What follows belongs to an exercise in optimizing a design on an open flow for small area; a production flow would make more cautious choices. RTL that was checked went through simulation tests only; none was proved equivalent to the original. No functional check of the RTL was part of run 2. No activity file was given, so power comes from the tool's default toggle rates.

==> flow/design.v (outline; a module is shown in full before it is edited, if it fits) <==
// module cplx_mac: 1284 lines
// module acc_res: 77 lines
// module dft_bin_acc: 69 lines
module dft_bin_acc
#(
    parameter int N      = 256,
    parameter int PH_LAT = 6,
    parameter int ACC_W  = dft_pkg::ACC_W_DEF
) (
    input  logic                     CK,
    input  logic                     RST,
    input  logic                     START,
    input  logic signed [dft_pkg::PH_W-1:0]   cos0,
    input  logic signed [dft_pkg::PH_W-1:0]   sin0,
    input  logic signed [dft_pkg::PH_W-1:0]   cos1,
    input  logic signed [dft_pkg::PH_W-1:0]   sin1,
    output logic [dft_pkg::ADDR_W-1:0]        smp_addr,
    input  logic signed [dft_pkg::SMP_W-1:0]  smp_data,
    output logic signed [ACC_W-1:0]  re0,
    output logic signed [ACC_W-1:0]  im0,
    output logic signed [ACC_W-1:0]  re1,
    output logic signed [ACC_W-1:0]  im1,
    output logic                     busy,
    output logic                     done
);
  // ...
==> flow/run.sh <==
#!/bin/bash
# synth_recipe.tcl (not shown) runs the flow's synth.tcl, then flattens the netlist and writes it again
# the make line also repeats each setting of config.mk as NAME=value (left out here)
make -C /OpenROAD-flow-scripts/flow DESIGN_CONFIG=/design/flow/config.mk WORK_HOME=/design/flow/orfs CLKGATE_MAP_FILE= SYNTH_SCRIPT=/design/flow/synth_recipe.tcl finish
==> flow/config.mk <==
export PLATFORM = sky130hd
export DESIGN_NAME = dft_bin_acc
export DESIGN_NICKNAME = dft_bin_acc
export VERILOG_FILES = /design/flow/design.v
export SDC_FILE = /design/flow/constraint.sdc
export NUM_CORES = 4
export LEC_CHECK = 0
export CAP_MARGIN = 20
export CORE_MARGIN = 2
export CORE_UTILIZATION = 40
export SLEW_MARGIN = 20
==> flow/constraint.sdc <==
create_clock -name core_clock -period 11.0 [get_ports {CK}]
set_input_delay 2.2000 -clock core_clock [delete_from_list [all_inputs] [get_ports {CK}]]
set_output_delay 2.2000 -clock core_clock [all_outputs]
set_load 0.01 [all_outputs]
==> key figures, run 1 <==
Status
  – Status: finished clean

Layout
  – Commonest non-fill, non-tap cells in the layout: inv_1 (786), fa_1 (712), a21oi_1 (668)
  – Seq cells: ~190
  – Finished Layout Cells: ~8000
  – Biggest Area Class: multi-input gates
  – Logic inverters: slightly below 800
  – Non-clock buffer share: 0.115
  – Share of layout cells above drive strength 1: 0.0933
  – #MultiIn Comb: approximately 4600
  – Multi-input gate area: 39300 um2

Synthesis
  – Mapped Nets: 7551
  – Async SR Flop Fraction: 0.954
  – Compound-cell area share of the yosys netlist: 0.282

Critical path
  – Top Family by Delay on Critical Path: adder cells
  – Startpoint Class: flip-flop
  – Critical path fanouts, max: 20
  – Worst EP arrival: roughly 11 ns

Power and ir drop
  – Pwr top: combinational cells
  – Logic pwr share: 0.837
  – Power Combinational: about 13000 uW
  – Cell Pwr Density: roughly 270 nW/um2

STA
  – Final worst-path cycle share: 0.944
  – Fin Hold WS: ~0.55 ns
  – PnR worst setup slack: approximately 0.61 ns
  – Actual slew at the worst max-slew pin: 1.27 ns
  – Count of final setup violators: 0

GRT
  – Vias in the first global route: 49800
  – Grt total ovfl: 0
  – Met3 Resource Use GR: 0.0799
  – First-pass GRT wire length: roughly 330 mm
  – GR Util met1: 0.421

Clocking
  – CTS Buffer Depth: 2
  – Post-CTS setup buffers: 0
  – CTS tree: yes
  – Post-CTS Hold Buffers: 0

Die
  – # rows: 131
  – Die area: approximately 130000 um2
  – Tapcells: between 1500 and 2000

Detailed routing
  – Detailed-route via count: between 50000 and 60000
  – DR WL/cell: 27.6 um
  – Highest Signal Layer: met5
  – Residual DRC count: 0

Placement
  – DP HPWL: between 150 and 200 mm
  – Number of port buffers: 295

Min path
  – Hold path endpoint: a_re0[43]$_DFF_PP0_
==> run 2, diff against run 1 <==
--- a/flow/design.v
+++ b/flow/design.v
@@ -3,6 +3,9 @@
     localparam int PH_W      = 18;
     localparam int ADDR_W    = 9;
     localparam int ACC_W_DEF = 48;
+    localparam int AW        = 44;      
+    localparam int NC        = 2;       
+    localparam int RADIX     = 4;       
 endpackage
 module cplx_mac
 #(
@@ -15,7 +18,6 @@
     output logic [43:0] acc_nxt,
     output logic [1:0] pc_out
 );
-    logic [8:0] one, two, neg;
     logic pp0_0;
     logic pp0_1;
     logic pp0_2;
@@ -563,40 +565,40 @@
     logic fc187;
     logic fs188;
     logic fc188;
-    logic fs189;
-    logic fc189;
-    logic fs190;
-    logic fc190;
     logic hs1;
     logic hc1;
     logic hs2;
     logic hc2;
+    logic fs189;
+    logic fc189;
     logic hs3;
     logic hc3;
-    logic fs191;
-    logic fc191;
+    logic fs190;
+    logic fc190;
     logic hs4;
     logic hc4;
-    logic fs192;
-    logic fc192;
+    logic fs191;
+    logic fc191;
     logic hs5;
     logic hc5;
-    logic fs193;
-    logic fc193;
+    logic fs192;
+    logic fc192;
     logic hs6;
     logic hc6;
-    logic fs194;
-    logic fc194;
+    logic fs193;
+    logic fc193;
     logic hs7;
     logic hc7;
-    logic fs195;
-    logic fc195;
+    logic fs194;
+    logic fc194;
     logic hs8;
     logic hc8;
-    logic fs196;
-    logic fc196;
+    logic fs195;
+    logic fc195;
     logic hs9;
     logic hc9;
+    logic fs196;
+    logic fc196;
     logic hs10;
     logic hc10;
     logic hs11;
@@ -615,34 +617,11 @@
     logic hc17;
     logic hs18;
     logic hc18;
+    logic [8:0] one, two, neg;
     assign one[0] = c[0] ^ 1'b0;
     assign two[0] = (c[1] & ~c[0] & ~1'b0) | (~c[1] & c[0] & 1'b0);
     assign neg[0] = c[1] ^ NEG;
-    assign one[1] = c[2] ^ c[1];
-    assign two[1] = (c[3] & ~c[2] & ~c[1]) | (~c[3] & c[2] & c[1]);
-    assign neg[1] = c[3] ^ NEG;
-    assign one[2] = c[4] ^ c[3];
-    assign two[2] = (c[5] & ~c[4] & ~c[3]) | (~c[5] & c[4] & c[3]);
-    assign neg[2] = c[5] ^ NEG;
-    assign one[3] = c[6] ^ c[5];
-    assign two[3] = (c[7] & ~c[6] & ~c[5]) | (~c[7] & c[6] & c[5]);
-    assign neg[3] = c[7] ^ NEG;
-    assign one[4] = c[8] ^ c[7];
-    assign two[4] = (c[9] & ~c[8] & ~c[7]) | (~c[9] & c[8] & c[7]);
-    assign neg[4] = c[9] ^ NEG;
-    assign one[5] = c[10] ^ c[9];
-    assign two[5] = (c[11] & ~c[10] & ~c[9]) | (~c[11] & c[10] & c[9]);
-    assign neg[5] = c[11] ^ NEG;
-    assign one[6] = c[12] ^ c[11];
-    assign two[6] = (c[13] & ~c[12] & ~c[11]) | (~c[13] & c[12] & c[11]);
-    assign neg[6] = c[13] ^ NEG;
-    assign one[7] = c[14] ^ c[13];
-    assign two[7] = (c[15] & ~c[14] & ~c[13]) | (~c[15] & c[14] & c[13]);
-    assign neg[7] = c[15] ^ NEG;
-    assign one[8] = c[16] ^ c[15];
-    assign two[8] = (c[17] & ~c[16] & ~c[15]) | (~c[17] & c[16] & c[15]);
-    assign neg[8] = c[17] ^ NEG;
-    assign pp0_0 = (one[0] & x[0]) ^ neg[0];
+    assign pp0_0 = ((one[0] & x[0])) ^ neg[0];
     assign pp0_1 = ((one[0] & x[1]) | (two[0] & x[0])) ^ neg[0];
     assign pp0_2 = ((one[0] & x[2]) | (two[0] & x[1])) ^ neg[0];
     assign pp0_3 = ((one[0] & x[3]) | (two[0] & x[2])) ^ neg[0];
@@ -661,7 +640,10 @@
     assign pp0_16 = ((one[0] & x[16]) | (two[0] & x[15])) ^ neg[0];
     assign pp0_17 = ((one[0] & x[17]) | (two[0] & x[16])) ^ neg[0];
     assign pp0_18 = ~(((one[0] & x[17]) | (two[0] & x[17])) ^ neg[0]);
-    assign pp1_0 = (one[1] & x[0]) ^ neg[1];
+    assign one[1] = c[2] ^ c[1];
+    assign two[1] = (c[3] & ~c[2] & ~c[1]) | (~c[3] & c[2] & c[1]);
+    assign neg[1] = c[3] ^ NEG;
+    assign pp1_0 = ((one[1] & x[0])) ^ neg[1];
     assign pp1_1 = ((one[1] & x[1]) | (two[1] & x[0])) ^ neg[1];
     assign pp1_2 = ((one[1] & x[2]) | (two[1] & x[1])) ^ neg[1];
     assign pp1_3 = ((one[1] & x[3]) | (two[1] & x[2])) ^ neg[1];
@@ -680,7 +662,10 @@
     assign pp1_16 = ((one[1] & x[16]) | (two[1] & x[15])) ^ neg[1];
     assign pp1_17 = ((one[1] & x[17]) | (two[1] & x[16])) ^ neg[1];
     assign pp1_18 = ~(((one[1] & x[17]) | (two[1] & x[17])) ^ neg[1]);
-    assign pp2_0 = (one[2] & x[0]) ^ neg[2];
+    assign one[2] = c[4] ^ c[3];
+    assign two[2] = (c[5] & ~c[4] & ~c[3]) | (~c[5] & c[4] & c[3]);
+    assign neg[2] = c[5] ^ NEG;
+    assign pp2_0 = ((one[2] & x[0])) ^ neg[2];
     assign pp2_1 = ((one[2] & x[1]) | (two[2] & x[0])) ^ neg[2];
     assign pp2_2 = ((one[2] & x[2]) | (two[2] & x[1])) ^ neg[2];
     assign pp2_3 = ((one[2] & x[3]) | (two[2] & x[2])) ^ neg[2];
@@ -699,7 +684,10 @@
     assign pp2_16 = ((one[2] & x[16]) | (two[2] & x[15])) ^ neg[2];
     assign pp2_17 = ((one[2] & x[17]) | (two[2] & x[16])) ^ neg[2];
     assign pp2_18 = ~(((one[2] & x[17]) | (two[2] & x[17])) ^ neg[2]);
-    assign pp3_0 = (one[3] & x[0]) ^ neg[3];
+    assign one[3] = c[6] ^ c[5];
+    assign two[3] = (c[7] & ~c[6] & ~c[5]) | (~c[7] & c[6] & c[5]);
+    assign neg[3] = c[7] ^ NEG;
+    assign pp3_0 = ((one[3] & x[0])) ^ neg[3];
     assign pp3_1 = ((one[3] & x[1]) | (two[3] & x[0])) ^ neg[3];
     assign pp3_2 = ((one[3] & x[2]) | (two[3] & x[1])) ^ neg[3];
     assign pp3_3 = ((one[3] & x[3]) | (two[3] & x[2])) ^ neg[3];
@@ -718,7 +706,10 @@
     assign pp3_16 = ((one[3] & x[16]) | (two[3] & x[15])) ^ neg[3];
     assign pp3_17 = ((one[3] & x[17]) | (two[3] & x[16])) ^ neg[3];
     assign pp3_18 = ~(((one[3] & x[17]) | (two[3] & x[17])) ^ neg[3]);
-    assign pp4_0 = (one[4] & x[0]) ^ neg[4];
+    assign one[4] = c[8] ^ c[7];
+    assign two[4] = (c[9] & ~c[8] & ~c[7]) | (~c[9] & c[8] & c[7]);
+    assign neg[4] = c[9] ^ NEG;
+    assign pp4_0 = ((one[4] & x[0])) ^ neg[4];
     assign pp4_1 = ((one[4] & x[1]) | (two[4] & x[0])) ^ neg[4];
     assign pp4_2 = ((one[4] & x[2]) | (two[4] & x[1])) ^ neg[4];
     assign pp4_3 = ((one[4] & x[3]) | (two[4] & x[2])) ^ neg[4];
@@ -737,7 +728,10 @@
     assign pp4_16 = ((one[4] & x[16]) | (two[4] & x[15])) ^ neg[4];
     assign pp4_17 = ((one[4] & x[17]) | (two[4] & x[16])) ^ neg[4];
     assign pp4_18 = ~(((one[4] & x[17]) | (two[4] & x[17])) ^ neg[4]);
-    assign pp5_0 = (one[5] & x[0]) ^ neg[5];
+    assign one[5] = c[10] ^ c[9];
+    assign two[5] = (c[11] & ~c[10] & ~c[9]) | (~c[11] & c[10] & c[9]);
+    assign neg[5] = c[11] ^ NEG;
+    assign pp5_0 = ((one[5] & x[0])) ^ neg[5];
     assign pp5_1 = ((one[5] & x[1]) | (two[5] & x[0])) ^ neg[5];
     assign pp5_2 = ((one[5] & x[2]) | (two[5] & x[1])) ^ neg[5];
     assign pp5_3 = ((one[5] & x[3]) | (two[5] & x[2])) ^ neg[5];
@@ -756,7 +750,10 @@
     assign pp5_16 = ((one[5] & x[16]) | (two[5] & x[15])) ^ neg[5];
     assign pp5_17 = ((one[5] & x[17]) | (two[5] & x[16])) ^ neg[5];
     assign pp5_18 = ~(((one[5] & x[17]) | (two[5] & x[17])) ^ neg[5]);
-    assign pp6_0 = (one[6] & x[0]) ^ neg[6];
+    assign one[6] = c[12] ^ c[11];
+    assign two[6] = (c[13] & ~c[12] & ~c[11]) | (~c[13] & c[12] & c[11]);
+    assign neg[6] = c[13] ^ NEG;
+    assign pp6_0 = ((one[6] & x[0])) ^ neg[6];
     assign pp6_1 = ((one[6] & x[1]) | (two[6] & x[0])) ^ neg[6];
     assign pp6_2 = ((one[6] & x[2]) | (two[6] & x[1])) ^ neg[6];
     assign pp6_3 = ((one[6] & x[3]) | (two[6] & x[2])) ^ neg[6];
@@ -775,7 +772,10 @@
     assign pp6_16 = ((one[6] & x[16]) | (two[6] & x[15])) ^ neg[6];
     assign pp6_17 = ((one[6] & x[17]) | (two[6] & x[16])) ^ neg[6];
     assign pp6_18 = ~(((one[6] & x[17]) | (two[6] & x[17])) ^ neg[6]);
-    assign pp7_0 = (one[7] & x[0]) ^ neg[7];
+    assign one[7] = c[14] ^ c[13];
+    assign two[7] = (c[15] & ~c[14] & ~c[13]) | (~c[15] & c[14] & c[13]);
+    assign neg[7] = c[15] ^ NEG;
+    assign pp7_0 = ((one[7] & x[0])) ^ neg[7];
     assign pp7_1 = ((one[7] & x[1]) | (two[7] & x[0])) ^ neg[7];
     assign pp7_2 = ((one[7] & x[2]) | (two[7] & x[1])) ^ neg[7];
     assign pp7_3 = ((one[7] & x[3]) | (two[7] & x[2])) ^ neg[7];
@@ -794,7 +794,10 @@
     assign pp7_16 = ((one[7] & x[16]) | (two[7] & x[15])) ^ neg[7];
     assign pp7_17 = ((one[7] & x[17]) | (two[7] & x[16])) ^ neg[7];
     assign pp7_18 = ~(((one[7] & x[17]) | (two[7] & x[17])) ^ neg[7]);
-    assign pp8_0 = (one[8] & x[0]) ^ neg[8];
+    assign one[8] = c[16] ^ c[15];
+    assign two[8] = (c[17] & ~c[16] & ~c[15]) | (~c[17] & c[16] & c[15]);
+    assign neg[8] = c[17] ^ NEG;
+    assign pp8_0 = ((one[8] & x[0])) ^ neg[8];
     assign pp8_1 = ((one[8] & x[1]) | (two[8] & x[0])) ^ neg[8];
     assign pp8_2 = ((one[8] & x[2]) | (two[8] & x[1])) ^ neg[8];
     assign pp8_3 = ((one[8] & x[3]) | (two[8] & x[2])) ^ neg[8];
@@ -849,10 +852,10 @@
     assign fc17 = (fb[7] & pp0_7) | (fb[7] & pp1_5) | (pp0_7 & pp1_5);
     assign fs18 = pp2_3 ^ pp3_1 ^ fc13;
     assign fc18 = (pp2_3 & pp3_1) | (pp2_3 & fc13) | (pp3_1 & fc13);
-    assign fs19 = fc14 ^ fs17 ^ fs18;
-    assign fc19 = (fc14 & fs17) | (fc14 & fs18) | (fs17 & fs18);
-    assign fs20 = fc15 ^ fs19 ^ fc16;
-    assign fc20 = (fc15 & fs19) | (fc15 & fc16) | (fs19 & fc16);
+    assign fs19 = fc14 ^ fs17 ^ fc15;
+    assign fc19 = (fc14 & fs17) | (fc14 & fc15) | (fs17 & fc15);
+    assign fs20 = fs18 ^ fs19 ^ fc16;
+    assign fc20 = (fs18 & fs19) | (fs18 & fc16) | (fs19 & fc16);
     assign fs21 = fb[8] ^ neg[4] ^ pp0_8;
     assign fc21 = (fb[8] & neg[4]) | (fb[8] & pp0_8) | (neg[4] & pp0_8);
     assign fs22 = pp1_6 ^ pp2_4 ^ pp3_2;
@@ -881,8 +884,8 @@
     assign fc33 = (pp4_2 & pp5_0) | (pp4_2 & fc26) | (pp5_0 & fc26);
     assign fs34 = fc27 ^ fs31 ^ fs32;
     assign fc34 = (fc27 & fs31) | (fc27 & fs32) | (fs31 & fs32);
-    assign fs35 = fs33 ^ fc28 ^ fs34;
-    assign fc35 = (fs33 & fc28) | (fs33 & fs34) | (fc28 & fs34);
+    assign fs35 = fc28 ^ fs33 ^ fs34;
+    assign fc35 = (fc28 & fs33) | (fc28 & fs34) | (fs33 & fs34);
     assign fs36 = fc29 ^ fs35 ^ fc30;
     assign fc36 = (fc29 & fs35) | (fc29 & fc30) | (fs35 & fc30);
     assign fs37 = fb[11] ^ pp0_11 ^ pp1_9;
@@ -893,8 +896,8 @@
     assign fc39 = (pp5_1 & fc31) | (pp5_1 & fc32) | (fc31 & fc32);
     assign fs40 = fs37 ^ fs38 ^ fc33;
     assign fc40 = (fs37 & fs38) | (fs37 & fc33) | (fs38 & fc33);
-    assign fs41 = fs39 ^ fc34 ^ fs40;
-    assign fc41 = (fs39 & fc34) | (fs39 & fs40) | (fc34 & fs40);
+    assign fs41 = fc34 ^ fs39 ^ fs40;
+    assign fc41 = (fc34 & fs39) | (fc34 & fs40) | (fs39 & fs40);
     assign fs42 = fc35 ^ fs41 ^ fc36;
     assign fc42 = (fc35 & fs41) | (fc35 & fc36) | (fs41 & fc36);
     assign fs43 = fb[12] ^ neg[6] ^ pp0_12;
@@ -919,8 +922,8 @@
     assign fc52 = (pp5_3 & pp6_1) | (pp5_3 & fc43) | (pp6_1 & fc43);
     assign fs53 = fc44 ^ fc45 ^ fs50;
     assign fc53 = (fc44 & fc45) | (fc44 & fs50) | (fc45 & fs50);
-    assign fs54 = fs51 ^ fs52 ^ fc46;
-    assign fc54 = (fs51 & fs52) | (fs51 & fc46) | (fs52 & fc46);
+    assign fs54 = fs51 ^ fc46 ^ fs52;
+    assign fc54 = (fs51 & fc46) | (fs51 & fs52) | (fc46 & fs52);
     assign fs55 = fs53 ^ fc47 ^ fs54;
     assign fc55 = (fs53 & fc47) | (fs53 & fs54) | (fc47 & fs54);
     assign fs56 = fc48 ^ fs55 ^ fc49;
@@ -935,8 +938,8 @@
     assign fc60 = (pp7_0 & fc50) | (pp7_0 & fc51) | (fc50 & fc51);
     assign fs61 = fs57 ^ fs58 ^ fs59;
     assign fc61 = (fs57 & fs58) | (fs57 & fs59) | (fs58 & fs59);
-    assign fs62 = fc52 ^ fs60 ^ fc53;
-    assign fc62 = (fc52 & fs60) | (fc52 & fc53) | (fs60 & fc53);
+    assign fs62 = fc52 ^ fc53 ^ fs60;
+    assign fc62 = (fc52 & fc53) | (fc52 & fs60) | (fc53 & fs60);
     assign fs63 = fs61 ^ fc54 ^ fs62;
     assign fc63 = (fs61 & fc54) | (fs61 & fs62) | (fc54 & fs62);
     assign fs64 = fc55 ^ fs63 ^ fc56;
@@ -951,8 +954,8 @@
     assign fc68 = (fc57 & fc58) | (fc57 & fc59) | (fc58 & fc59);
     assign fs69 = fs65 ^ fs66 ^ fs67;
     assign fc69 = (fs65 & fs66) | (fs65 & fs67) | (fs66 & fs67);
-    assign fs70 = fc60 ^ fs68 ^ fc61;
-    assign fc70 = (fc60 & fs68) | (fc60 & fc61) | (fs68 & fc61);
+    assign fs70 = fc60 ^ fc61 ^ fs68;
+    assign fc70 = (fc60 & fc61) | (fc60 & fs68) | (fc61 & fs68);
     assign fs71 = fs69 ^ fc62 ^ fs70;
     assign fc71 = (fs69 & fc62) | (fs69 & fs70) | (fc62 & fs70);
     assign fs72 = fc63 ^ fs71 ^ fc64;
@@ -969,8 +972,8 @@
     assign fc77 = (fc66 & fc67) | (fc66 & fs73) | (fc67 & fs73);
     assign fs78 = fs74 ^ fs75 ^ fc68;
     assign fc78 = (fs74 & fs75) | (fs74 & fc68) | (fs75 & fc68);
-    assign fs79 = fs76 ^ fc69 ^ fs77;
-    assign fc79 = (fs76 & fc69) | (fs76 & fs77) | (fc69 & fs77);
+    assign fs79 = fc69 ^ fs76 ^ fs77;
+    assign fc79 = (fc69 & fs76) | (fc69 & fs77) | (fs76 & fs77);
     assign fs80 = fc70 ^ fs78 ^ fs79;
     assign fc80 = (fc70 & fs78) | (fc70 & fs79) | (fs78 & fs79);
     assign fs81 = fc71 ^ fs80 ^ fc72;
@@ -985,16 +988,16 @@
     assign fc85 = (pp8_1 & fc73) | (pp8_1 & fc74) | (fc73 & fc74);
     assign fs86 = fc75 ^ fs82 ^ fs83;
     assign fc86 = (fc75 & fs82) | (fc75 & fs83) | (fs82 & fs83);
-    assign fs87 = fs84 ^ fc76 ^ fs85;
-    assign fc87 = (fs84 & fc76) | (fs84 & fs85) | (fc76 & fs85);
-    assign fs88 = fc77 ^ fs86 ^ fc78;
-    assign fc88 = (fc77 & fs86) | (fc77 & fc78) | (fs86 & fc78);
+    assign fs87 = fs84 ^ fc76 ^ fc77;
+    assign fc87 = (fs84 & fc76) | (fs84 & fc77) | (fc76 & fc77);
+    assign fs88 = fs85 ^ fs86 ^ fc78;
+    assign fc88 = (fs85 & fs86) | (fs85 & fc78) | (fs86 & fc78);
     assign fs89 = fc79 ^ fs87 ^ fs88;
     assign fc89 = (fc79 & fs87) | (fc79 & fs88) | (fs87 & fs88);
     assign fs90 = fc80 ^ fs89 ^ fc81;
     assign fc90 = (fc80 & fs89) | (fc80 & fc81) | (fs89 & fc81);
-    assign fs91 = 1'b1 ^ fb[18] ^ pp0_18;
-    assign fc91 = (1'b1 & fb[18]) | (1'b1 & pp0_18) | (fb[18] & pp0_18);
+    assign fs91 = ~(fb[18] ^ pp0_18);
+    assign fc91 = fb[18] | pp0_18;
     assign fs92 = pp1_16 ^ pp2_14 ^ pp3_12;
     assign fc92 = (pp1_16 & pp2_14) | (pp1_16 & pp3_12) | (pp2_14 & pp3_12);
     assign fs93 = pp4_10 ^ pp5_8 ^ pp6_6;
@@ -1005,14 +1008,14 @@
     assign fc95 = (fc83 & fc84) | (fc83 & fs91) | (fc84 & fs91);
     assign fs96 = fs92 ^ fs93 ^ fc85;
     assign fc96 = (fs92 & fs93) | (fs92 & fc85) | (fs93 & fc85);
-    assign fs97 = fs94 ^ fc86 ^ fs95;
-    assign fc97 = (fs94 & fc86) | (fs94 & fs95) | (fc86 & fs95);
+    assign fs97 = fc86 ^ fs94 ^ fs95;
+    assign fc97 = (fc86 & fs94) | (fc86 & fs95) | (fs94 & fs95);
     assign fs98 = fc87 ^ fs96 ^ fs97;
     assign fc98 = (fc87 & fs96) | (fc87 & fs97) | (fs96 & fs97);
     assign fs99 = fc88 ^ fs98 ^ fc89;
     assign fc99 = (fc88 & fs98) | (fc88 & fc89) | (fs98 & fc89);
-    assign fs100 = 1'b1 ^ fb[19] ^ pp1_17;
-    assign fc100 = (1'b1 & fb[19]) | (1'b1 & pp1_17) | (fb[19] & pp1_17);
+    assign fs100 = ~(fb[19] ^ pp1_17);
+    assign fc100 = fb[19] | pp1_17;
     assign fs101 = pp2_15 ^ pp3_13 ^ pp4_11;
     assign fc101 = (pp2_15 & pp3_13) | (pp2_15 & pp4_11) | (pp3_13 & pp4_11);
     assign fs102 = pp5_9 ^ pp6_7 ^ pp7_5;
@@ -1021,226 +1024,226 @@
     assign fc103 = (pp8_3 & fc91) | (pp8_3 & fc92) | (fc91 & fc92);
     assign fs104 = fc93 ^ fs100 ^ fs101;
     assign fc104 = (fc93 & fs100) | (fc93 & fs101) | (fs100 & fs101);
-    assign fs105 = fs102 ^ fc94 ^ fs103;
-    assign fc105 = (fs102 & fc94) | (fs102 & fs103) | (fc94 & fs103);
-    assign fs106 = fc95 ^ fs104 ^ fc96;
-    assign fc106 = (fc95 & fs104) | (fc95 & fc96) | (fs104 & fc96);
+    assign fs105 = fs102 ^ fc94 ^ fc95;
+    assign fc105 = (fs102 & fc94) | (fs102 & fc95) | (fc94 & fc95);
+    assign fs106 = fs103 ^ fs104 ^ fc96;
+    assign fc106 = (fs103 & fs104) | (fs103 & fc96) | (fs104 & fc96);
     assign fs107 = fc97 ^ fs105 ^ fs106;
     assign fc107 = (fc97 & fs105) | (fc97 & fs106) | (fs105 & fs106);
     assign fs108 = fc98 ^ fs107 ^ fc99;
     assign fc108 = (fc98 & fs107) | (fc98 & fc99) | (fs107 & fc99);
-    assign fs109 = fb[20] ^ pc_in[0] ^ pp1_18;
-    assign fc109 = (fb[20] & pc_in[0]) | (fb[20] & pp1_18) | (pc_in[0] & pp1_18);
-    assign fs110 = pp2_16 ^ pp3_14 ^ pp4_12;
-    assign fc110 = (pp2_16 & pp3_14) | (pp2_16 & pp4_12) | (pp3_14 & pp4_12);
-    assign fs111 = pp5_10 ^ pp6_8 ^ pp7_6;
-    assign fc111 = (pp5_10 & pp6_8) | (pp5_10 & pp7_6) | (pp6_8 & pp7_6);
-    assign fs112 = pp8_4 ^ fc100 ^ fc101;
-    assign fc112 = (pp8_4 & fc100) | (pp8_4 & fc101) | (fc100 & fc101);
-    assign fs113 = fc102 ^ fs109 ^ fs110;
-    assign fc113 = (fc102 & fs109) | (fc102 & fs110) | (fs109 & fs110);
-    assign fs114 = fs111 ^ fc103 ^ fs112;
-    assign fc114 = (fs111 & fc103) | (fs111 & fs112) | (fc103 & fs112);
-    assign fs115 = fc104 ^ fs113 ^ fc105;
-    assign fc115 = (fc104 & fs113) | (fc104 & fc105) | (fs113 & fc105);
-    assign fs116 = fs114 ^ fc106 ^ fs115;
-    assign fc116 = (fs114 & fc106) | (fs114 & fs115) | (fc106 & fs115);
-    assign fs117 = fc107 ^ fs116 ^ fc108;
-    assign fc117 = (fc107 & fs116) | (fc107 & fc108) | (fs116 & fc108);
-    assign fs118 = 1'b1 ^ fb[21] ^ pp2_17;
-    assign fc118 = (1'b1 & fb[21]) | (1'b1 & pp2_17) | (fb[21] & pp2_17);
-    assign fs119 = pp3_15 ^ pp4_13 ^ pp5_11;
-    assign fc119 = (pp3_15 & pp4_13) | (pp3_15 & pp5_11) | (pp4_13 & pp5_11);
-    assign fs120 = pp6_9 ^ pp7_7 ^ pp8_5;
-    assign fc120 = (pp6_9 & pp7_7) | (pp6_9 & pp8_5) | (pp7_7 & pp8_5);
-    assign fs121 = fc109 ^ fc110 ^ fc111;
-    assign fc121 = (fc109 & fc110) | (fc109 & fc111) | (fc110 & fc111);
-    assign fs122 = fs118 ^ fs119 ^ fs120;
-    assign fc122 = (fs118 & fs119) | (fs118 & fs120) | (fs119 & fs120);
-    assign fs123 = fc112 ^ fs121 ^ fc113;
-    assign fc123 = (fc112 & fs121) | (fc112 & fc113) | (fs121 & fc113);
-    assign fs124 = fs122 ^ fc114 ^ fs123;
-    assign fc124 = (fs122 & fc114) | (fs122 & fs123) | (fc114 & fs123);
-    assign fs125 = fc115 ^ fs124 ^ fc116;
-    assign fc125 = (fc115 & fs124) | (fc115 & fc116) | (fs124 & fc116);
-    assign fs126 = fb[22] ^ pp2_18 ^ pp3_16;
-    assign fc126 = (fb[22] & pp2_18) | (fb[22] & pp3_16) | (pp2_18 & pp3_16);
-    assign fs127 = pp4_14 ^ pp5_12 ^ pp6_10;
-    assign fc127 = (pp4_14 & pp5_12) | (pp4_14 & pp6_10) | (pp5_12 & pp6_10);
-    assign fs128 = pp7_8 ^ pp8_6 ^ fc118;
-    assign fc128 = (pp7_8 & pp8_6) | (pp7_8 & fc118) | (pp8_6 & fc118);
-    assign fs129 = fc119 ^ fc120 ^ fs126;
-    assign fc129 = (fc119 & fc120) | (fc119 & fs126) | (fc120 & fs126);
-    assign fs130 = fs127 ^ fc121 ^ fs128;
-    assign fc130 = (fs127 & fc121) | (fs127 & fs128) | (fc121 & fs128);
-    assign fs131 = fc122 ^ fs129 ^ fc123;
-    assign fc131 = (fc122 & fs129) | (fc122 & fc123) | (fs129 & fc123);
-    assign fs132 = fs130 ^ fc124 ^ fs131;
-    assign fc132 = (fs130 & fc124) | (fs130 & fs131) | (fc124 & fs131);
-    assign fs133 = 1'b1 ^ fb[23] ^ pp3_17;
-    assign fc133 = (1'b1 & fb[23]) | (1'b1 & pp3_17) | (fb[23] & pp3_17);
-    assign fs134 = pp4_15 ^ pp5_13 ^ pp6_11;
-    assign fc134 = (pp4_15 & pp5_13) | (pp4_15 & pp6_11) | (pp5_13 & pp6_11);
-    assign fs135 = pp7_9 ^ pp8_7 ^ fc126;
-    assign fc135 = (pp7_9 & pp8_7) | (pp7_9 & fc126) | (pp8_7 & fc126);
+    assign fs109 = fb[20] ^ pp1_18 ^ pp2_16;
+    assign fc109 = (fb[20] & pp1_18) | (fb[20] & pp2_16) | (pp1_18 & pp2_16);
+    assign fs110 = pp3_14 ^ pp4_12 ^ pp5_10;
+    assign fc110 = (pp3_14 & pp4_12) | (pp3_14 & pp5_10) | (pp4_12 & pp5_10);
+    assign fs111 = pp6_8 ^ pp7_6 ^ pp8_4;
+    assign fc111 = (pp6_8 & pp7_6) | (pp6_8 & pp8_4) | (pp7_6 & pp8_4);
+    assign fs112 = fc100 ^ fc101 ^ fc102;
+    assign fc112 = (fc100 & fc101) | (fc100 & fc102) | (fc101 & fc102);
+    assign fs113 = fs109 ^ fs110 ^ fs111;
+    assign fc113 = (fs109 & fs110) | (fs109 & fs111) | (fs110 & fs111);
+    assign fs114 = fc103 ^ fc104 ^ fs112;
+    assign fc114 = (fc103 & fc104) | (fc103 & fs112) | (fc104 & fs112);
+    assign fs115 = fs113 ^ fc105 ^ fs114;
+    assign fc115 = (fs113 & fc105) | (fs113 & fs114) | (fc105 & fs114);
+    assign fs116 = fc106 ^ fs115 ^ fc107;
+    assign fc116 = (fc106 & fs115) | (fc106 & fc107) | (fs115 & fc107);
+    assign fs117 = ~(fb[21] ^ pc_in[0]);
+    assign fc117 = fb[21] | pc_in[0];
+    assign fs118 = fs117 ^ pp2_17 ^ pp3_15;
+    assign fc118 = (fs117 & pp2_17) | (fs117 & pp3_15) | (pp2_17 & pp3_15);
+    assign fs119 = pp4_13 ^ pp5_11 ^ pp6_9;
+    assign fc119 = (pp4_13 & pp5_11) | (pp4_13 & pp6_9) | (pp5_11 & pp6_9);
+    assign fs120 = pp7_7 ^ pp8_5 ^ fc109;
+    assign fc120 = (pp7_7 & pp8_5) | (pp7_7 & fc109) | (pp8_5 & fc109);
+    assign fs121 = fc110 ^ fc111 ^ fs118;
+    assign fc121 = (fc110 & fc111) | (fc110 & fs118) | (fc111 & fs118);
+    assign fs122 = fs119 ^ fc112 ^ fc113;
+    assign fc122 = (fs119 & fc112) | (fs119 & fc113) | (fc112 & fc113);
+    assign fs123 = fs120 ^ fs121 ^ fc114;
+    assign fc123 = (fs120 & fs121) | (fs120 & fc114) | (fs121 & fc114);
+    assign fs124 = fs122 ^ fc115 ^ fs123;
+    assign fc124 = (fs122 & fc115) | (fs122 & fs123) | (fc115 & fs123);
+    assign fs125 = fb[22] ^ fc117 ^ pp2_18;
+    assign fc125 = (fb[22] & fc117) | (fb[22] & pp2_18) | (fc117 & pp2_18);
+    assign fs126 = pp3_16 ^ pp4_14 ^ pp5_12;
+    assign fc126 = (pp3_16 & pp4_14) | (pp3_16 & pp5_12) | (pp4_14 & pp5_12);
+    assign fs127 = pp6_10 ^ pp7_8 ^ pp8_6;
+    assign fc127 = (pp6_10 & pp7_8) | (pp6_10 & pp8_6) | (pp7_8 & pp8_6);
+    assign fs128 = fc118 ^ fc119 ^ fs125;
+    assign fc128 = (fc118 & fc119) | (fc118 & fs125) | (fc119 & fs125);
+    assign fs129 = fs126 ^ fs127 ^ fc120;
+    assign fc129 = (fs126 & fs127) | (fs126 & fc120) | (fs127 & fc120);
+    assign fs130 = fc121 ^ fs128 ^ fc122;
+    assign fc130 = (fc121 & fs128) | (fc121 & fc122) | (fs128 & fc122);
+    assign fs131 = fs129 ^ fc123 ^ fs130;
+    assign fc131 = (fs129 & fc123) | (fs129 & fs130) | (fc123 & fs130);
+    assign fs132 = ~(fb[23] ^ pc_in[1]);
+    assign fc132 = fb[23] | pc_in[1];
+    assign fs133 = fs132 ^ pp3_17 ^ pp4_15;
+    assign fc133 = (fs132 & pp3_17) | (fs132 & pp4_15) | (pp3_17 & pp4_15);
+    assign fs134 = pp5_13 ^ pp6_11 ^ pp7_9;
+    assign fc134 = (pp5_13 & pp6_11) | (pp5_13 & pp7_9) | (pp6_11 & pp7_9);
+    assign fs135 = pp8_7 ^ fc125 ^ fc126;
+    assign fc135 = (pp8_7 & fc125) | (pp8_7 & fc126) | (fc125 & fc126);
     assign fs136 = fc127 ^ fs133 ^ fs134;
     assign fc136 = (fc127 & fs133) | (fc127 & fs134) | (fs133 & fs134);
-    assign fs137 = fc128 ^ fs135 ^ fc129;
-    assign fc137 = (fc128 & fs135) | (fc128 & fc129) | (fs135 & fc129);
-    assign fs138 = fs136 ^ fc130 ^ fs137;
-    assign fc138 = (fs136 & fc130) | (fs136 & fs137) | (fc130 & fs137);
-    assign fs139 = fc131 ^ fs138 ^ fc132;
-    assign fc139 = (fc131 & fs138) | (fc131 & fc132) | (fs138 & fc132);
-    assign fs140 = fb[24] ^ pp3_18 ^ pp4_16;
-    assign fc140 = (fb[24] & pp3_18) | (fb[24] & pp4_16) | (pp3_18 & pp4_16);
-    assign fs141 = pp5_14 ^ pp6_12 ^ pp7_10;
-    assign fc141 = (pp5_14 & pp6_12) | (pp5_14 & pp7_10) | (pp6_12 & pp7_10);
-    assign fs142 = pp8_8 ^ fc133 ^ fc134;
-    assign fc142 = (pp8_8 & fc133) | (pp8_8 & fc134) | (fc133 & fc134);
-    assign fs143 = fs140 ^ fs141 ^ fc135;
-    assign fc143 = (fs140 & fs141) | (fs140 & fc135) | (fs141 & fc135);
-    assign fs144 = fs142 ^ fc136 ^ fc137;
-    assign fc144 = (fs142 & fc136) | (fs142 & fc137) | (fc136 & fc137);
-    assign fs145 = fs143 ^ fc138 ^ fs144;
-    assign fc145 = (fs143 & fc138) | (fs143 & fs144) | (fc138 & fs144);
-    assign fs146 = 1'b1 ^ fb[25] ^ pp4_17;
-    assign fc146 = (1'b1 & fb[25]) | (1'b1 & pp4_17) | (fb[25] & pp4_17);
-    assign fs147 = pp5_15 ^ pp6_13 ^ pp7_11;
-    assign fc147 = (pp5_15 & pp6_13) | (pp5_15 & pp7_11) | (pp6_13 & pp7_11);
-    assign fs148 = pp8_9 ^ fc140 ^ fc141;
-    assign fc148 = (pp8_9 & fc140) | (pp8_9 & fc141) | (fc140 & fc141);
-    assign fs149 = fs146 ^ fs147 ^ fc142;
-    assign fc149 = (fs146 & fs147) | (fs146 & fc142) | (fs147 & fc142);
-    assign fs150 = fs148 ^ fc143 ^ fs149;
-    assign fc150 = (fs148 & fc143) | (fs148 & fs149) | (fc143 & fs149);
-    assign fs151 = fc144 ^ fs150 ^ fc145;
-    assign fc151 = (fc144 & fs150) | (fc144 & fc145) | (fs150 & fc145);
-    assign fs152 = fb[26] ^ pp4_18 ^ pp5_16;
-    assign fc152 = (fb[26] & pp4_18) | (fb[26] & pp5_16) | (pp4_18 & pp5_16);
-    assign fs153 = pp6_14 ^ pp7_12 ^ pp8_10;
-    assign fc153 = (pp6_14 & pp7_12) | (pp6_14 & pp8_10) | (pp7_12 & pp8_10);
-    assign fs154 = fc146 ^ fc147 ^ fs152;
-    assign fc154 = (fc146 & fc147) | (fc146 & fs152) | (fc147 & fs152);
-    assign fs155 = fs153 ^ fc148 ^ fs154;
-    assign fc155 = (fs153 & fc148) | (fs153 & fs154) | (fc148 & fs154);
-    assign fs156 = fc149 ^ fs155 ^ fc150;
-    assign fc156 = (fc149 & fs155) | (fc149 & fc150) | (fs155 & fc150);
-    assign fs157 = 1'b1 ^ fb[27] ^ pp5_17;
-    assign fc157 = (1'b1 & fb[27]) | (1'b1 & pp5_17) | (fb[27] & pp5_17);
-    assign fs158 = pp6_15 ^ pp7_13 ^ pp8_11;
-    assign fc158 = (pp6_15 & pp7_13) | (pp6_15 & pp8_11) | (pp7_13 & pp8_11);
-    assign fs159 = fc152 ^ fc153 ^ fs157;
-    assign fc159 = (fc152 & fc153) | (fc152 & fs157) | (fc153 & fs157);
-    assign fs160 = fs158 ^ fc154 ^ fs159;
-    assign fc160 = (fs158 & fc154) | (fs158 & fs159) | (fc154 & fs159);
-    assign fs161 = fc155 ^ fs160 ^ fc156;
-    assign fc161 = (fc155 & fs160) | (fc155 & fc156) | (fs160 & fc156);
-    assign fs162 = fb[28] ^ pp5_18 ^ pp6_16;
-    assign fc162 = (fb[28] & pp5_18) | (fb[28] & pp6_16) | (pp5_18 & pp6_16);
-    assign fs163 = pp7_14 ^ pp8_12 ^ fc157;
-    assign fc163 = (pp7_14 & pp8_12) | (pp7_14 & fc157) | (pp8_12 & fc157);
-    assign fs164 = fc158 ^ fs162 ^ fs163;
-    assign fc164 = (fc158 & fs162) | (fc158 & fs163) | (fs162 & fs163);
-    assign fs165 = fc159 ^ fc160 ^ fs164;
-    assign fc165 = (fc159 & fc160) | (fc159 & fs164) | (fc160 & fs164);
-    assign fs166 = 1'b1 ^ fb[29] ^ pp6_17;
-    assign fc166 = (1'b1 & fb[29]) | (1'b1 & pp6_17) | (fb[29] & pp6_17);
-    assign fs167 = pp7_15 ^ pp8_13 ^ fc162;
-    assign fc167 = (pp7_15 & pp8_13) | (pp7_15 & fc162) | (pp8_13 & fc162);
-    assign fs168 = fs166 ^ fc163 ^ fs167;
-    assign fc168 = (fs166 & fc163) | (fs166 & fs167) | (fc163 & fs167);
-    assign fs169 = fc164 ^ fs168 ^ fc165;
-    assign fc169 = (fc164 & fs168) | (fc164 & fc165) | (fs168 & fc165);
-    assign fs170 = fb[30] ^ pp6_18 ^ pp7_16;
-    assign fc170 = (fb[30] & pp6_18) | (fb[30] & pp7_16) | (pp6_18 & pp7_16);
-    assign fs171 = pp8_14 ^ fc166 ^ fs170;
-    assign fc171 = (pp8_14 & fc166) | (pp8_14 & fs170) | (fc166 & fs170);
-    assign fs172 = fc167 ^ fs171 ^ fc168;
-    assign fc172 = (fc167 & fs171) | (fc167 & fc168) | (fs171 & fc168);
-    assign fs173 = 1'b1 ^ fb[31] ^ pp7_17;
-    assign fc173 = (1'b1 & fb[31]) | (1'b1 & pp7_17) | (fb[31] & pp7_17);
-    assign fs174 = pp8_15 ^ fc170 ^ fs173;
-    assign fc174 = (pp8_15 & fc170) | (pp8_15 & fs173) | (fc170 & fs173);
-    assign fs175 = fc171 ^ fs174 ^ fc172;
-    assign fc175 = (fc171 & fs174) | (fc171 & fc172) | (fs174 & fc172);
-    assign fs176 = fb[32] ^ pp7_18 ^ pp8_16;
-    assign fc176 = (fb[32] & pp7_18) | (fb[32] & pp8_16) | (pp7_18 & pp8_16);
-    assign fs177 = fc173 ^ fs176 ^ fc174;
-    assign fc177 = (fc173 & fs176) | (fc173 & fc174) | (fs176 & fc174);
-    assign fs178 = 1'b1 ^ fb[33] ^ pp8_17;
-    assign fc178 = (1'b1 & fb[33]) | (1'b1 & pp8_17) | (fb[33] & pp8_17);
-    assign fs179 = fc176 ^ fs178 ^ fc177;
-    assign fc179 = (fc176 & fs178) | (fc176 & fc177) | (fs178 & fc177);
-    assign fs180 = fb[34] ^ pc_in[1] ^ pp8_18;
-    assign fc180 = (fb[34] & pc_in[1]) | (fb[34] & pp8_18) | (pc_in[1] & pp8_18);
-    assign fs181 = fc178 ^ fs180 ^ fc179;
-    assign fc181 = (fc178 & fs180) | (fc178 & fc179) | (fs180 & fc179);
-    assign fs182 = 1'b1 ^ fb[35] ^ fc180;
-    assign fc182 = (1'b1 & fb[35]) | (1'b1 & fc180) | (fb[35] & fc180);
-    assign fs183 = 1'b1 ^ fb[36] ^ fc182;
-    assign fc183 = (1'b1 & fb[36]) | (1'b1 & fc182) | (fb[36] & fc182);
-    assign fs184 = 1'b1 ^ fb[37] ^ fc183;
-    assign fc184 = (1'b1 & fb[37]) | (1'b1 & fc183) | (fb[37] & fc183);
-    assign fs185 = 1'b1 ^ fb[38] ^ fc184;
-    assign fc185 = (1'b1 & fb[38]) | (1'b1 & fc184) | (fb[38] & fc184);
-    assign fs186 = 1'b1 ^ fb[39] ^ fc185;
-    assign fc186 = (1'b1 & fb[39]) | (1'b1 & fc185) | (fb[39] & fc185);
-    assign fs187 = 1'b1 ^ fb[40] ^ fc186;
-    assign fc187 = (1'b1 & fb[40]) | (1'b1 & fc186) | (fb[40] & fc186);
-    assign fs188 = 1'b1 ^ fb[41] ^ fc187;
-    assign fc188 = (1'b1 & fb[41]) | (1'b1 & fc187) | (fb[41] & fc187);
-    assign fs189 = 1'b1 ^ fb[42] ^ fc188;
-    assign fc189 = (1'b1 & fb[42]) | (1'b1 & fc188) | (fb[42] & fc188);
-    assign fs190 = 1'b1 ^ fb[43] ^ fc189;
-    assign fc190 = (1'b1 & fb[43]) | (1'b1 & fc189) | (fb[43] & fc189);
+    assign fs137 = fc128 ^ fs135 ^ fs136;
+    assign fc137 = (fc128 & fs135) | (fc128 & fs136) | (fs135 & fs136);
+    assign fs138 = fc129 ^ fs137 ^ fc130;
+    assign fc138 = (fc129 & fs137) | (fc129 & fc130) | (fs137 & fc130);
+    assign fs139 = fb[24] ^ fc132 ^ pp3_18;
+    assign fc139 = (fb[24] & fc132) | (fb[24] & pp3_18) | (fc132 & pp3_18);
+    assign fs140 = pp4_16 ^ pp5_14 ^ pp6_12;
+    assign fc140 = (pp4_16 & pp5_14) | (pp4_16 & pp6_12) | (pp5_14 & pp6_12);
+    assign fs141 = pp7_10 ^ pp8_8 ^ fc133;
+    assign fc141 = (pp7_10 & pp8_8) | (pp7_10 & fc133) | (pp8_8 & fc133);
+    assign fs142 = fc134 ^ fs139 ^ fs140;
+    assign fc142 = (fc134 & fs139) | (fc134 & fs140) | (fs139 & fs140);
+    assign fs143 = fc135 ^ fc136 ^ fs141;
+    assign fc143 = (fc135 & fc136) | (fc135 & fs141) | (fc136 & fs141);
+    assign fs144 = fs142 ^ fc137 ^ fs143;
+    assign fc144 = (fs142 & fc137) | (fs142 & fs143) | (fc137 & fs143);
+    assign fs145 = ~(fb[25] ^ pp4_17);
+    assign fc145 = fb[25] | pp4_17;
+    assign fs146 = pp5_15 ^ pp6_13 ^ pp7_11;
+    assign fc146 = (pp5_15 & pp6_13) | (pp5_15 & pp7_11) | (pp6_13 & pp7_11);
+    assign fs147 = pp8_9 ^ fc139 ^ fc140;
+    assign fc147 = (pp8_9 & fc139) | (pp8_9 & fc140) | (fc139 & fc140);
+    assign fs148 = fs145 ^ fs146 ^ fc141;
+    assign fc148 = (fs145 & fs146) | (fs145 & fc141) | (fs146 & fc141);
+    assign fs149 = fc142 ^ fs147 ^ fc143;
+    assign fc149 = (fc142 & fs147) | (fc142 & fc143) | (fs147 & fc143);
+    assign fs150 = fs148 ^ fc144 ^ fs149;
+    assign fc150 = (fs148 & fc144) | (fs148 & fs149) | (fc144 & fs149);
+    assign fs151 = fb[26] ^ pp4_18 ^ pp5_16;
+    assign fc151 = (fb[26] & pp4_18) | (fb[26] & pp5_16) | (pp4_18 & pp5_16);
+    assign fs152 = pp6_14 ^ pp7_12 ^ pp8_10;
+    assign fc152 = (pp6_14 & pp7_12) | (pp6_14 & pp8_10) | (pp7_12 & pp8_10);
+    assign fs153 = fc145 ^ fc146 ^ fs151;
+    assign fc153 = (fc145 & fc146) | (fc145 & fs151) | (fc146 & fs151);
+    assign fs154 = fs152 ^ fc147 ^ fs153;
+    assign fc154 = (fs152 & fc147) | (fs152 & fs153) | (fc147 & fs153);
+    assign fs155 = fc148 ^ fs154 ^ fc149;
+    assign fc155 = (fc148 & fs154) | (fc148 & fc149) | (fs154 & fc149);
+    assign fs156 = ~(fb[27] ^ pp5_17);
+    assign fc156 = fb[27] | pp5_17;
+    assign fs157 = pp6_15 ^ pp7_13 ^ pp8_11;
+    assign fc157 = (pp6_15 & pp7_13) | (pp6_15 & pp8_11) | (pp7_13 & pp8_11);
+    assign fs158 = fc151 ^ fc152 ^ fs156;
+    assign fc158 = (fc151 & fc152) | (fc151 & fs156) | (fc152 & fs156);
+    assign fs159 = fs157 ^ fc153 ^ fs158;
+    assign fc159 = (fs157 & fc153) | (fs157 & fs158) | (fc153 & fs158);
+    assign fs160 = fc154 ^ fs159 ^ fc155;
+    assign fc160 = (fc154 & fs159) | (fc154 & fc155) | (fs159 & fc155);
+    assign fs161 = fb[28] ^ pp5_18 ^ pp6_16;
+    assign fc161 = (fb[28] & pp5_18) | (fb[28] & pp6_16) | (pp5_18 & pp6_16);
+    assign fs162 = pp7_14 ^ pp8_12 ^ fc156;
+    assign fc162 = (pp7_14 & pp8_12) | (pp7_14 & fc156) | (pp8_12 & fc156);
+    assign fs163 = fc157 ^ fs161 ^ fc158;
+    assign fc163 = (fc157 & fs161) | (fc157 & fc158) | (fs161 & fc158);
+    assign fs164 = fs162 ^ fc159 ^ fs163;
+    assign fc164 = (fs162 & fc159) | (fs162 & fs163) | (fc159 & fs163);
+    assign fs165 = ~(fb[29] ^ pp6_17);
+    assign fc165 = fb[29] | pp6_17;
+    assign fs166 = pp7_15 ^ pp8_13 ^ fc161;
+    assign fc166 = (pp7_15 & pp8_13) | (pp7_15 & fc161) | (pp8_13 & fc161);
+    assign fs167 = fs165 ^ fc162 ^ fs166;
+    assign fc167 = (fs165 & fc162) | (fs165 & fs166) | (fc162 & fs166);
+    assign fs168 = fc163 ^ fs167 ^ fc164;
+    assign fc168 = (fc163 & fs167) | (fc163 & fc164) | (fs167 & fc164);
+    assign fs169 = fb[30] ^ pp6_18 ^ pp7_16;
+    assign fc169 = (fb[30] & pp6_18) | (fb[30] & pp7_16) | (pp6_18 & pp7_16);
+    assign fs170 = pp8_14 ^ fc165 ^ fs169;
+    assign fc170 = (pp8_14 & fc165) | (pp8_14 & fs169) | (fc165 & fs169);
+    assign fs171 = fc166 ^ fs170 ^ fc167;
+    assign fc171 = (fc166 & fs170) | (fc166 & fc167) | (fs170 & fc167);
+    assign fs172 = ~(fb[31] ^ pp7_17);
+    assign fc172 = fb[31] | pp7_17;
+    assign fs173 = pp8_15 ^ fc169 ^ fs172;
+    assign fc173 = (pp8_15 & fc169) | (pp8_15 & fs172) | (fc169 & fs172);
+    assign fs174 = fc170 ^ fs173 ^ fc171;
+    assign fc174 = (fc170 & fs173) | (fc170 & fc171) | (fs173 & fc171);
+    assign fs175 = fb[32] ^ pp7_18 ^ pp8_16;
+    assign fc175 = (fb[32] & pp7_18) | (fb[32] & pp8_16) | (pp7_18 & pp8_16);
+    assign fs176 = fc172 ^ fs175 ^ fc173;
+    assign fc176 = (fc172 & fs175) | (fc172 & fc173) | (fs175 & fc173);
+    assign fs177 = ~(fb[33] ^ pp8_17);
+    assign fc177 = fb[33] | pp8_17;
+    assign fs178 = fc175 ^ fs177 ^ fc176;
+    assign fc178 = (fc175 & fs177) | (fc175 & fc176) | (fs177 & fc176);
+    assign fs179 = fb[34] ^ pp8_18 ^ fc177;
+    assign fc179 = (fb[34] & pp8_18) | (fb[34] & fc177) | (pp8_18 & fc177);
+    assign fs180 = ~(fb[35] ^ fc179);
+    assign fc180 = fb[35] | fc179;
+    assign fs181 = ~(fb[36] ^ fc180);
+    assign fc181 = fb[36] | fc180;
+    assign fs182 = ~(fb[37] ^ fc181);
+    assign fc182 = fb[37] | fc181;
+    assign fs183 = ~(fb[38] ^ fc182);
+    assign fc183 = fb[38] | fc182;
+    assign fs184 = ~(fb[39] ^ fc183);
+    assign fc184 = fb[39] | fc183;
+    assign fs185 = ~(fb[40] ^ fc184);
+    assign fc185 = fb[40] | fc184;
+    assign fs186 = ~(fb[41] ^ fc185);
+    assign fc186 = fb[41] | fc185;
+    assign fs187 = ~(fb[42] ^ fc186);
+    assign fc187 = fb[42] | fc186;
+    assign fs188 = ~(fb[43] ^ fc187);
+    assign fc188 = fb[43] | fc187;
     assign hs1 = fs99 ^ fc90;
     assign hc1 = fs99 & fc90;
     assign hs2 = fs108 ^ hc1;
     assign hc2 = fs108 & hc1;
-    assign hs3 = fs125 ^ fc117;
-    assign hc3 = fs125 & fc117;
-    assign fs191 = fs132 ^ fc125 ^ hc3;
-    assign fc191 = (fs132 & fc125) | (fs132 & hc3) | (fc125 & hc3);
-    assign hs4 = fs139 ^ fc191;
-    assign hc4 = fs139 & fc191;
-    assign fs192 = fs145 ^ fc139 ^ hc4;
-    assign fc192 = (fs145 & fc139) | (fs145 & hc4) | (fc139 & hc4);
-    assign hs5 = fs151 ^ fc192;
-    assign hc5 = fs151 & fc192;
-    assign fs193 = fs156 ^ fc151 ^ hc5;
-    assign fc193 = (fs156 & fc151) | (fs156 & hc5) | (fc151 & hc5);
-    assign hs6 = fs161 ^ fc193;
-    assign hc6 = fs161 & fc193;
-    assign fs194 = fs165 ^ fc161 ^ hc6;
-    assign fc194 = (fs165 & fc161) | (fs165 & hc6) | (fc161 & hc6);
-    assign hs7 = fs169 ^ fc194;
-    assign hc7 = fs169 & fc194;
-    assign fs195 = fs172 ^ fc169 ^ hc7;
-    assign fc195 = (fs172 & fc169) | (fs172 & hc7) | (fc169 & hc7);
-    assign hs8 = fs175 ^ fc195;
-    assign hc8 = fs175 & fc195;
-    assign fs196 = fs177 ^ fc175 ^ hc8;
-    assign fc196 = (fs177 & fc175) | (fs177 & hc8) | (fc175 & hc8);
-    assign hs9 = fs179 ^ fc196;
-    assign hc9 = fs179 & fc196;
-    assign hs10 = fs182 ^ fc181;
-    assign hc10 = fs182 & fc181;
-    assign hs11 = fs183 ^ hc10;
-    assign hc11 = fs183 & hc10;
-    assign hs12 = fs184 ^ hc11;
-    assign hc12 = fs184 & hc11;
-    assign hs13 = fs185 ^ hc12;
-    assign hc13 = fs185 & hc12;
-    assign hs14 = fs186 ^ hc13;
-    assign hc14 = fs186 & hc13;
-    assign hs15 = fs187 ^ hc14;
-    assign hc15 = fs187 & hc14;
-    assign hs16 = fs188 ^ hc15;
-    assign hc16 = fs188 & hc15;
-    assign hs17 = fs189 ^ hc16;
-    assign hc17 = fs189 & hc16;
-    assign hs18 = fs190 ^ hc17;
-    assign hc18 = fs190 & hc17;
+    assign fs189 = fs116 ^ fc108 ^ hc2;
+    assign fc189 = (fs116 & fc108) | (fs116 & hc2) | (fc108 & hc2);
+    assign hs3 = fs124 ^ fc116;
+    assign hc3 = fs124 & fc116;
+    assign fs190 = fc124 ^ fs131 ^ hc3;
+    assign fc190 = (fc124 & fs131) | (fc124 & hc3) | (fs131 & hc3);
+    assign hs4 = fc131 ^ fs138;
+    assign hc4 = fc131 & fs138;
+    assign fs191 = fs144 ^ fc138 ^ hc4;
+    assign fc191 = (fs144 & fc138) | (fs144 & hc4) | (fc138 & hc4);
+    assign hs5 = fs150 ^ fc191;
+    assign hc5 = fs150 & fc191;
+    assign fs192 = fc150 ^ fs155 ^ hc5;
+    assign fc192 = (fc150 & fs155) | (fc150 & hc5) | (fs155 & hc5);
+    assign hs6 = fs160 ^ fc192;
+    assign hc6 = fs160 & fc192;
+    assign fs193 = fs164 ^ fc160 ^ hc6;
+    assign fc193 = (fs164 & fc160) | (fs164 & hc6) | (fc160 & hc6);
+    assign hs7 = fs168 ^ fc193;
+    assign hc7 = fs168 & fc193;
+    assign fs194 = fs171 ^ fc168 ^ hc7;
+    assign fc194 = (fs171 & fc168) | (fs171 & hc7) | (fc168 & hc7);
+    assign hs8 = fs174 ^ fc194;
+    assign hc8 = fs174 & fc194;
+    assign fs195 = fs176 ^ fc174 ^ hc8;
+    assign fc195 = (fs176 & fc174) | (fs176 & hc8) | (fc174 & hc8);
+    assign hs9 = fs178 ^ fc195;
+    assign hc9 = fs178 & fc195;
+    assign fs196 = fs179 ^ fc178 ^ hc9;
+    assign fc196 = (fs179 & fc178) | (fs179 & hc9) | (fc178 & hc9);
+    assign hs10 = fs180 ^ fc196;
+    assign hc10 = fs180 & fc196;
+    assign hs11 = fs181 ^ hc10;
+    assign hc11 = fs181 & hc10;
+    assign hs12 = fs182 ^ hc11;
+    assign hc12 = fs182 & hc11;
+    assign hs13 = fs183 ^ hc12;
+    assign hc13 = fs183 & hc12;
+    assign hs14 = fs184 ^ hc13;
+    assign hc14 = fs184 & hc13;
+    assign hs15 = fs185 ^ hc14;
+    assign hc15 = fs185 & hc14;
+    assign hs16 = fs186 ^ hc15;
+    assign hc16 = fs186 & hc15;
+    assign hs17 = fs187 ^ hc16;
+    assign hc17 = fs187 & hc16;
+    assign hs18 = fs188 ^ hc17;
+    assign hc18 = fs188 & hc17;
     assign acc_nxt[0] = fs1;
     assign acc_nxt[1] = fs2;
     assign acc_nxt[2] = fs4;
@@ -1261,21 +1264,21 @@
     assign acc_nxt[17] = fs90;
     assign acc_nxt[18] = hs1;
     assign acc_nxt[19] = hs2;
-    assign acc_nxt[20] = fs117;
+    assign acc_nxt[20] = fs189;
     assign acc_nxt[21] = hs3;
-    assign acc_nxt[22] = fs191;
+    assign acc_nxt[22] = fs190;
     assign acc_nxt[23] = hs4;
-    assign acc_nxt[24] = fs192;
+    assign acc_nxt[24] = fs191;
     assign acc_nxt[25] = hs5;
-    assign acc_nxt[26] = fs193;
+    assign acc_nxt[26] = fs192;
     assign acc_nxt[27] = hs6;
-    assign acc_nxt[28] = fs194;
+    assign acc_nxt[28] = fs193;
     assign acc_nxt[29] = hs7;
-    assign acc_nxt[30] = fs195;
+    assign acc_nxt[30] = fs194;
     assign acc_nxt[31] = hs8;
-    assign acc_nxt[32] = fs196;
+    assign acc_nxt[32] = fs195;
     assign acc_nxt[33] = hs9;
-    assign acc_nxt[34] = fs181;
+    assign acc_nxt[34] = fs196;
     assign acc_nxt[35] = hs10;
     assign acc_nxt[36] = hs11;
     assign acc_nxt[37] = hs12;
@@ -1285,16 +1288,16 @@
     assign acc_nxt[41] = hs16;
     assign acc_nxt[42] = hs17;
     assign acc_nxt[43] = hs18;
-    assign pc_out[0] = hc2;
-    assign pc_out[1] = hc9;
+    assign pc_out[0] = fc189;
+    assign pc_out[1] = fc190;
 endmodule
 module acc_res (
     input  logic [43:0] r,
     input  logic [1:0] pc,
     output logic [47:0] y
 );
-    logic [44:0] k;
-    assign k[20:0] = '0;
+    logic [44:21] k;
+    assign k[21] = 1'b0;
     assign y[0] = r[0];
     assign y[1] = r[1];
     assign y[2] = r[2];
@@ -1315,14 +1318,13 @@
     assign y[17] = r[17];
     assign y[18] = r[18];
     assign y[19] = r[19];
-    assign y[20] = r[20] ^ pc[0];
-    assign k[21] = r[20] & pc[0];
-    assign y[21] = r[21] ^ k[21];
-    assign k[22] = r[21] & k[21];
+    assign y[20] = r[20];
+    assign y[21] = r[21] ^ pc[0];
+    assign k[22] = r[21] & pc[0];
     assign y[22] = r[22] ^ k[22];
     assign k[23] = r[22] & k[22];
-    assign y[23] = r[23] ^ k[23];
-    assign k[24] = r[23] & k[23];
+    assign y[23] = r[23] ^ k[23] ^ pc[1];
+    assign k[24] = (r[23] & k[23]) | (r[23] & pc[1]) | (k[23] & pc[1]);
     assign y[24] = r[24] ^ k[24];
     assign k[25] = r[24] & k[24];
     assign y[25] = r[25] ^ k[25];
@@ -1343,8 +1345,8 @@
     assign k[33] = r[32] & k[32];
     assign y[33] = r[33] ^ k[33];
     assign k[34] = r[33] & k[33];
-    assign y[34] = r[34] ^ k[34] ^ pc[1];
-    assign k[35] = (r[34] & k[34]) | (r[34] & pc[1]) | (k[34] & pc[1]);
+    assign y[34] = r[34] ^ k[34];
+    assign k[35] = r[34] & k[34];
     assign y[35] = r[35] ^ k[35];
     assign k[36] = r[35] & k[35];
     assign y[36] = r[36] ^ k[36];
@@ -1362,7 +1364,7 @@
     assign y[42] = r[42] ^ k[42];
     assign k[43] = r[42] & k[42];
     assign y[43] = r[43] ^ k[43];
-    assign k[44] = 1'b0;
+    assign k[44] = r[43] & k[43];
     assign y[47:44] = {4{y[43]}};
 endmodule
 module dft_bin_acc
@@ -1387,21 +1389,28 @@
     output logic                     busy,
     output logic                     done
 );
-    localparam int AW = 44;
-    localparam int NC = 2;
+    localparam int AW = dft_pkg::AW;
+    localparam int NC = dft_pkg::NC;
     logic [8:0] cnt;
     logic       busy_r;
-    logic       last, en, first;
+    logic       last;
+    logic       en;       
+    logic       first;    
     always_ff @(posedge CK) begin
         if (START) cnt <= 9'd508;
         else       cnt <= cnt + 9'd1;
     end
-    assign last  = cnt[8] & ~cnt[7] & cnt[0];
-    assign en    = busy_r & ((~cnt[8] & (cnt[7:0] != 8'd0)) | (cnt[8] & ~cnt[7] & ~cnt[0]));
-    assign first = busy_r & (cnt == 9'd1);
+    assign last = cnt[8] & ~cnt[7] & cnt[0];
     always_ff @(posedge CK or posedge RST) begin
-        if (RST) busy_r <= 1'b0;
-        else     busy_r <= START | (busy_r & ~last);
+        if (RST) begin
+            busy_r <= 1'b0;
+            en     <= 1'b0;
+            first  <= 1'b0;
+        end else begin
+            busy_r <= START | (busy_r & ~last);
+            en     <= ~START & busy_r & ~cnt[8];
+            first  <= ~START & busy_r & (cnt == 9'd0);
+        end
     end
     assign busy     = busy_r;
     assign done     = busy_r & last & ~START;
==> flow/flow/run.sh (new file) <==
#!/bin/bash
# Standard layout, with an area-oriented synthesis: the standard flow's synthesis script
# with Yosys synth's generic "abc -fast" skipped (so the hand-built adder
# cells survive to extract_fa) and the final ABC mapping done with
# flow/abc_area.script instead of ORFS's delay-oriented script. Ports get
# the smallest buffer cell.
set -euo pipefail
W=$(pwd)
{
  echo 'proc synth {args} { if {[lsearch $args fine:] >= 0} { yosys synth -nofsm -noshare -noabc {*}$args } else { yosys synth -nofsm -noshare {*}$args } }'
  echo "proc abc {args} { set i [lsearch \$args -script]; if {\$i >= 0} { lset args [expr {\$i + 1}] $W/flow/abc_area.script }; yosys abc {*}\$args }"
  tail -n +2 synth_recipe.tcl
} > my_synth.tcl
sed "s#SYNTH_SCRIPT=[^ ]*#SYNTH_SCRIPT=$W/my_synth.tcl#" standard.sh > my_standard.sh
export BUFFER_PORTS_ARGS="-buffer_cell sky130_fd_sc_hd__buf_1"
bash my_standard.sh > flow.log 2>&1
==> flow/flow/abc_area.script (new file) <==
&get -n
&st
&dch
&nf -a
&put
topo
==> flow/standard.sh (new file) <==
#!/bin/bash
# synth_recipe.tcl (not shown) runs the flow's synth.tcl, then flattens the netlist and writes it again
# the make line also repeats each setting of config.mk as NAME=value (left out here)
make -C /OpenROAD-flow-scripts/flow DESIGN_CONFIG=/design/flow/config.mk WORK_HOME=/design/flow/orfs CLKGATE_MAP_FILE= SYNTH_SCRIPT=/design/flow/synth_recipe.tcl "${@:-finish}"
--- a/flow/config.mk
+++ b/flow/config.mk
@@ -8,4 +8,5 @@
 export CAP_MARGIN = 20
 export CORE_MARGIN = 2
 export CORE_UTILIZATION = 40
+export GPL_TIMING_DRIVEN = 0
 export SLEW_MARGIN = 20
removed: flow/run.sh
==> key figures, run 2 <==
Synthesis
  – Synth unique cells: 25 (was 62)
  – Synth Instances: 3310 (was 6519)
  – Mapped Nets: 4345 (was 7551)
  – Ys Warns: 1 (unchanged)
  – Async SR Flop Fraction: 0.954 (about the same)

Layout
  – Commonest non-fill, non-tap cells in the layout: fa_1 (665), o22ai_1 (528), buf_4 (324) (was inv_1 (786), fa_1 (712), a21oi_1 (668))
  – Finished Layout Cells: 5135 (was 8048)
  – Share of layout cells above drive strength 1: 0.180 (was 0.0933)

Placement
  – Number of port buffers: 295 (unchanged)
  – DP HPWL: 77.4 mm (was 164 mm)
  – Final GP Congestion: 0.850 (was 1.01)

Critical path
  – Startpoint Class: primary input (was flip-flop)
  – Top Family by Delay on Critical Path: adder cells (unchanged)
  – CP max stage delay: 0.48 ns (was 0.68 ns)
  – Critical path fanouts, max: 6 (was 20)

Detailed routing
  – Residual DRC count: 0 (unchanged)
  – DR WL/cell: 26.3 um (was 27.6 um)
  – Highest Signal Layer: met5 (unchanged)
  – Detailed-route via count: 30000 (was 51800)

Clocking
  – CTS tree: yes (unchanged)
  – Post-CTS Hold Buffers: 0 (unchanged)
  – CTS Buffer Depth: 2 (unchanged)

GRT
  – First-pass GRT wire length: 196 mm (was 329 mm)
  – Vias in the first global route: 30900 (was 49800)
  – Grt total ovfl: 0 (unchanged)

STA
  – Final worst-path cycle share: 0.979 (was 0.944)
  – Count of final setup violators: 0 (unchanged)
  – Fin Setup TNS: 0 ns (unchanged)
  – Actual slew at the worst max-slew pin: 0.900 ns (was 1.27 ns)

Status
  – Status: finished clean (unchanged)

Die
  – # IOs: 296 (unchanged)
  – # rows: 110 (was 131)
  – Die area: 93200 um2 (was 131000 um2)

Min path
  – Hold path endpoint: cnt[0]$_SDFF_PP0_ (was a_re0[43]$_DFF_PP0_)
## run 2: cell types whose count changed in the layout (fill, tap and decap cells not counted), sizes merged, moves of 122 or more
cell / previous run / this run
inv: 799 / 3
a21oi: 668 / 51
nand2: 489 / 142
xnor2: 68 / 375
xor2: 26 / 329
clkdlybuf4s50: 263 / 0
clkinv: 8 / 263
a22oi: 199 / 0
o221ai: 163 / 0
buf: 488 / 634
nand3: 136 / 4
nor3: 128 / 0
o211ai: 172 / 50
## run 2: power breakdown
part	internal (uW)	leakage [uW]	total [uW]	switching, uW
clock network	363	0.000286	729	366
logic	5120	0.0154	10900	5810
registers	1440	0.00226	1700	262
## run 2: final cells by class
type                       count  area, um2
inverter                     260        991
buffer                       100        751
tap                         1176       1470
antenna                        1       2.50
clock inverter                11        150
multi-input combinational   2794      31800
timing repair buffer         578       4600
sequential                   196       4870
fill                        8225      44900
clock buffer                  19        443
## run 2: cells by family (layout without fill, tap and decap cells)
group                    count (synthesis)  after routing  share of synthesized area
adder cells (fa/ha/maj)                942            942                      0.473
AO/OA/AOI/OAI                          740            740                      0.125
other                                    0              1                          0
buffers and inverters                  360            968                     0.0476
XOR/XNOR                               687            704                      0.166
flip-flops                             196            196                      0.134
AND/OR/NAND/NOR                        385            408                     0.0546
## run 2: worst max path at each step
| stage | cells after the start | endpoint | slack (ns) |
|---|---|---|---|
| finish | 33 | a_im0[43]$_DFF_PP0_ | 0.23 |
| global route | 33 | a_re0[43]$_DFF_PP0_ | -0.04 |
| CTS | 33 | a_re0[43]$_DFF_PP0_ | 0.0003 |
| detailed placement | 25 | a_im1[20]$_DFF_PP0_ | -1.91 |
| global placement | 22 | p_re0[0]$_DFF_PP0_ | -3.16 |
| floorplan | 32 | a_re0[43]$_DFF_PP0_ | -0.05 |
## run 2: through the flow
stage               setup slack, ns  utilization  hold slack (ns)
floorplan                   -0.0478            -            0.480
global placement              -3.16        0.440            0.477
detailed placement            -1.91        0.451            0.477
CTS                        0.000323        0.481            0.501
global route                -0.0351        0.501            0.538
finish                        0.233        0.501            0.500
## run 2: what timing repair did
item,4_1_cts,5_1_grt
resized for setup,146,139
buffers inserted,115,106
cloned,38,25
pin swaps,57,47
endpoints found under the setup margin,33,18
## run 2: metal layers
metal  vias up  track usage
met5         -            0
li1      12600            -
met2      1753        0.438
met3       342       0.0785
met4        12        0.102
met1     15300        0.370

## what the ideal ports hide
The flow's constraints put no driver on any port. The routed layouts listed below were extracted and timed again, unchanged, in two steps.
Step 1 (the two cells are an assumption about what drives the block):
set clk [get_ports {CK}]
set_driving_cell -lib_cell sky130_fd_sc_hd__clkbuf_16 $clk
set_driving_cell -lib_cell sky130_fd_sc_hd__buf_2 [delete_from_list [all_inputs] $clk]
Step 2 moves the port delays by t, midway between the first and last clock arrival at a register: inputs arrive t later, outputs are due t later. That takes back most of the time a late clock gives input paths.
Slacks: ideal ports / drivers / drivers and shift; pairs: ideal ports / drivers.
run | t, ns | setup WS [ns] | worst slew at a driven data input, ns
run 1 | 0.653 | 0.612 / 0.612 / -0.040 | 0.22
run 2 | 0.607 | 0.233 / 0.246 / -0.361 | 0.12
With both steps, setup timing fails in run 1 and run 2, where it was met with ideal ports. For run 1, which loses most, drivers alone change the setup slack by 0.000 ns; drivers and shift together by -0.652 ns.
